Context: an optimization exercise on an open-source flow, tuned for small area. The choices shown serve that exercise and are no tape-out recipe. The RTL was checked by simulation tests, not by an equivalence proof against the original design.

==> flow/design.v (outline; a module is shown in full before it is edited, if it fits) <==
// module fir_reload_sat: 143 lines
// module fir_booth_pp: 144 lines
// module fir_csa: 1721 lines
module fir_reload_sat #(
    parameter int    C_S_DATA_TDATA_WIDTH = 16,
    parameter int    C_M_DATA_TDATA_WIDTH = 16,
    parameter int    C_RELOAD_TDATA_WIDTH = 16,
    parameter int    DATA_PATH            = 2,
    parameter int    C_NUM_TAPS           = 4,
    parameter int    C_OUT_SHIFT          = C_RELOAD_TDATA_WIDTH - 1,
    parameter        C_COEF_FILE          = ""
) (
    input  logic        aclk,
    input  logic        aresetn,
    input  logic        s_axis_reload_tvalid,
    input  logic        s_axis_reload_tlast,
    input  logic [15:0] s_axis_reload_tdata,
    input  logic        s_axis_config_tvalid,
    input  logic        s_axis_data_tvalid,
    input  logic [31:0] s_axis_data_tdata,
    output logic        m_axis_data_tvalid,
    output logic [31:0] m_axis_data_tdata,
    output logic        event_reload_err,
    output logic        event_config_ignored
);
  // ...
==> flow/run.sh <==
#!/bin/bash
# synth_recipe.tcl (not shown) runs the flow's synth.tcl, then flattens the netlist and writes it again
# the make line also repeats each setting of config.mk as NAME=value (left out here)
make -C /OpenROAD-flow-scripts/flow DESIGN_CONFIG=/design/flow/config.mk WORK_HOME=/design/flow/orfs CLKGATE_MAP_FILE= SYNTH_SCRIPT=/design/flow/synth_recipe.tcl finish
==> flow/config.mk <==
export PLATFORM = sky130hd
export DESIGN_NAME = fir_reload_sat
export DESIGN_NICKNAME = fir_reload_sat
export VERILOG_FILES = /design/flow/design.v
export SDC_FILE = /design/flow/constraint.sdc
export NUM_CORES = 4
export LEC_CHECK = 0
export CAP_MARGIN = 20
export CORE_MARGIN = 2
export CORE_UTILIZATION = 40
export SLEW_MARGIN = 20
export SYNTH_HIERARCHICAL = 1
==> flow/constraint.sdc <==
create_clock -name core_clock -period 12.0 [get_ports {aclk}]
set_input_delay 2.4000 -clock core_clock [delete_from_list [all_inputs] [get_ports {aclk}]]
set_output_delay 2.4000 -clock core_clock [all_outputs]
set_load 0.01 [all_outputs]
==> out/metrics.yaml, run 1 <==
setup_path:
  rr_worst_depth: 37
  cp-end-kind: "flip-flop"
  crit_cells: 37
  crit_top_cell: "fa_1"
  cp_slowest_cell: "fa_1"
  crit_path_end: "m_axis_data_tdata[16]"
routing:
  top_layer_used: "met5"
  wire_per_inst_microns: 30.0
layout:
  fin_area_sq_um: 70900
  buffers: 452
  fin_cells: 8464
  syn2layout_area_growth_pct: 3.88
  layout-drive-gt1-share_pct: 22.1
die:
  num_rows: 151
  core-area_sq_um: 169000
place:
  gp_congestion: 0.987
yosys:
  synth_mux_area_share_pct: 1.79
  netlist_top_cells_count: "inv_1 (1333), xnor2_1 (1119), fa_1 (1066)"
  synth_area_sq_um: 68300
sta:
  drv_slew: 0
  finalHoldViolCount: 0
  max_slew.worst_pin.slew_ps: 1130
global_routing:
  antenna_found_initial: 12
  use_met1_pct: 39.7
  grt_remaining_overflow: 0
  grt_start_max_net_pins: 61
clock_tree:
  post-cts-setup-buffers: 0
  numCtsBuffers: 45
status:
  outcome: "complete, no violations"
==> inputs of run 2 (changes only) <==
--- a/flow/config.mk
+++ b/flow/config.mk
@@ -7,6 +7,7 @@
 export LEC_CHECK = 0
 export CAP_MARGIN = 20
 export CORE_MARGIN = 2
-export CORE_UTILIZATION = 40
+export CORE_UTILIZATION = 60
+export PLACE_DENSITY = 0.72
 export SLEW_MARGIN = 20
 export SYNTH_HIERARCHICAL = 1
==> run 2 against run 1 <==
  * First-iteration DRC count is 21% higher
  * Via count is 1.8% higher
  * Global-route usage up 12 points
  * Wire length decreased by 5.8%
  * Still clean on timing, DRC and antenna
  * Die area down 33%
  * Non-clock buffer count down 4
  * Critical endpoint is now m_axis_data_tdata[26]
  * Highest routed layer unchanged
  * Synthesized cell count unchanged
  * Critical path type unchanged
==> out/metrics.yaml, run 2 <==
status:
  outcome: "complete, no violations"  # unchanged
setup_path:
  cp_slowest_cell: "fa_1"  # unchanged
  path_max_fanout: 41  # was 30
  critical_path.max_stage_delay_ps: 560  # was 540 ps
  crit_top_cell: "fa_1"  # unchanged
  path_class: "reg -> reg"  # unchanged
  startpoint_type: "flip-flop"  # unchanged
  cp.arrival_ps: 12130  # was 12140 ps
  worstPathRequired_ps: 12520  # was 12560 ps
  cp-end-kind: "flip-flop"  # unchanged
global_routing:
  grt_start_max_net_pins: 66  # was 61
  grt_pass1_vias: 52100  # was 50900
  grt_remaining_overflow: 0  # unchanged
  grt_pass1_wl_microns: 352000  # was 367000 microns
  grt_util_all_layers_pct: 41.6  # was 29.2%
  antenna_found_initial: 2  # was 12
layout:
  final_common_cell: "inv_1"  # unchanged
  layout-drive-gt1-share_pct: 22.0  # was 22.1%
  syn2layout_area_growth_pct: 2.41  # was 3.88%
  fin_area_sq_um: 69900  # was 70900 sq um
  final_cell_mix: "inv_1 (1309), xnor2_1 (1112), fa_1 (1066)"  # unchanged
  fin_cells: 7727  # was 8464
  fin_nets: 7353  # was 7361
  fill_cells: 9267  # was 16200
sta:
  drv_slew: 0  # unchanged
  finalHoldViolCount: 0  # unchanged
  max_slew.worst_pin.slew_ps: 1130  # about the same
  setup_viol: 0  # unchanged
  period_needed_ps: 11610  # was 11570 ps
  fmax_ghz: 0.0862  # was 0.0864 GHz
  max_slew_margin_pct: 24.9  # was 25.0%
  clock_skew_ps: 51.3  # was 58.8 ps
  fin_crit_sh_pct: 96.7  # was 96.4%
yosys:
  synth_area_sq_um: 68300  # unchanged
  synth_top_area_share_pct: 31.3  # unchanged
  synth_edf_count: 257  # unchanged
  ys_async_sr_fraction_pct: 14.6  # unchanged
  netlist_top_cells_count: "inv_1 (1333), xnor2_1 (1119), fa_1 (1066)"  # unchanged
  ys_top_cells_by_area: "fa_1 (31%), xnor2_1 (14%), a22oi_2 (13%)"  # unchanged
  ys_warn_count: 20  # unchanged
  synth_nets: 7492  # unchanged
  yosys_most_used_dff: "edfxtp_1"  # unchanged
  yosysMostFrequentCell: "inv_1"  # unchanged
  syn_avg_cell_area_sq_um: 10.8  # unchanged
  ys_ff_latch: 301  # unchanged
  synthCells: 6328  # unchanged
  synth.distinct_cells: 68  # unchanged
  yosysTopAreaCell: "fa_1"  # unchanged
  yosysSeqAreaShare_pct: 12.9  # unchanged
routing:
  vias_per_cell: 6.45  # was 5.79
  wire_per_inst_microns: 31.0  # was 30.0 microns
  firstDrtPassIters: 9  # was 6
  detail_route.iter0.violations: 6625  # was 5497
  routed_wl_microns: 239000  # was 254000 microns
  drc: 0  # unchanged
  vias: 49900  # was 49000
  antenna_left: 0  # unchanged
hold_path:
  hp-class: "reg -> reg"  # unchanged
clock_tree:
  clk_latency_ps: 650  # was 680 ps
  clk_path_buf_depth: 3  # unchanged
  clk_pin_slew_worst_paths_ps: 60  # about the same
  root_buffer: "clkbuf_16"  # unchanged
  numCtsBuffers: 41  # was 45
  cts_tree: "done"  # unchanged
  clock-sinks: 301  # unchanged
  htreeDepth: 2  # unchanged
place:
  place_area_sq_um: 68400  # was 69200 sq um
  dpl.cell_count: 7640  # was 8352
  port_buffers: 88  # unchanged
  gp_congestion: 1.05  # was 0.987
  dp_hpwl_microns: 181000  # was 195000 microns
flow_run:
  maxCapViolCount: 0  # unchanged
die:
  die_w_microns: 341  # was 417 microns
  die-area_sq_um: 117000  # was 174000 sq um
  chipHeight_microns: 341  # was 417 microns
  start_util_pct: 60.6  # was 40.3%
  ios: 89  # unchanged
  core-area_sq_um: 113000  # was 169000 sq um
  num_rows: 123  # was 151
## run 2: area by class of cell
type,instances,area [sq um],area share (%)
diodes,5,12.5,0.0179
clock buffers,53,1130,1.62
clock inverters,23,262,0.374
inverters,1336,5010,7.17
multi-input cells,4061,49100,70.2
flip-flops and latches,301,8820,12.6
well taps,1500,1880,2.68
repair buffers,448,3690,5.28
## run 2: what timing repair did
item                                   in CTS  in global routing
setup endpoints to repair                   0                 26
buffers inserted                            0                  6
hold buffers                                0                  0
gates resized for setup                     0                  5
endpoints found under the hold margin       0                  0
## run 2: modules after synthesis, one instance, submodules excluded
module / flip-flops and latches / area, sq um / cells / times used
fir_csa: 0 / 14000 / 1275 / 2
fir_reload_sat: 301 / 13200 / 1026 / 1
fir_booth_pp: 0 / 3380 / 344 / 8
## run 2: final timing paths
path                          from               endpoint  slack [ps]  cells after the start
hold reg to reg            hist[0]                hist[0]         480                      1
min in group asynchronous  aresetn  m_axis_data_tdata[15]        1910                      2
setup reg to reg               sel  m_axis_data_tdata[26]         390                     35
setup / recovery               sel  m_axis_data_tdata[26]         390                     35
max in group asynchronous  aresetn  m_axis_data_tdata[20]        9560                      2
hold / removal             hist[0]                hist[0]         480                      1
## run 2: logic make-up after synthesis
logic type	after synthesis	share of synthesized area, %
simple gates	351	2.54
buf+inv	1966	16.4
flops	301	12.9
fa+ha+maj	1110	32.1
mux	113	1.79
compound gates	1341	19.6
xor+xnor	1146	14.7
## run 2: critical path, delay by kind of cell, from the launching register on
family                   cells  cell delay, ps
flip-flops                   1             380
adder cells (fa/ha/maj)     16            6510
AO/OA/AOI/OAI                7            1600
XOR/XNOR                     3             890
AND/OR/NAND/NOR              3             770
multiplexers                 2             650
buffers and inverters        4             650
## run 2: per-stage QoR
step | setup TNS [ps] | setup WS (ps) | hold slack [ps] | util (%)
after CTS | 0 | 302 | 471 | 62.0
after global routing | -0.838 | -0.838 | 500 | 62.1
after floorplan | 0 | 539 | 352 | -
after global placement | 0 | 471 | 448 | 60.7
final | 0 | 394 | 476 | 62.1
after detailed placement | 0 | 358 | 453 | 60.7
## run 2: metal layers
layer / global-route usage (%) / part of all wire, % / vias to the layer above
li1: - / - / 19800
met1: 56.2 / 37 / 25300
met2: 59.1 / 42 / 3933
met3: 12.6 / 14 / 856
met4: 24.7 / 7.4 / 6
met5: 0.449 / 0.042 / -

[separate check: timing with driven ports]
In the flow no input, the clock included, has a driving cell. The finished layouts below were timed again as built, in two steps.
Step 1, drivers: a clkbuf_16 drives aclk and a buf_2 each remaining input, both assumed.
Step 2 times the ports against the registers' clock, not the clock port: input delays grow and output delays shrink by t, the midpoint of the rising clock arrivals with the driver on.
Three values: no drivers, after step 1, after step 2; two values: the first two.
| run | t, ns | setup slack, ns | clock arrival spread, ns | worst register clock-pin slew, ns | worst slew at a driven data input, ns |
|---|---|---|---|---|---|
| run 1 | 0.734 | 0.426 / 0.426 / 0.426 | 0.060 / 0.060 | 0.07 / 0.07 | 0.08 |
| run 2 | 0.709 | 0.394 / 0.394 / 0.394 | 0.053 / 0.053 | 0.07 / 0.07 | 0.06 |
After both steps every run listed still meets setup and hold.
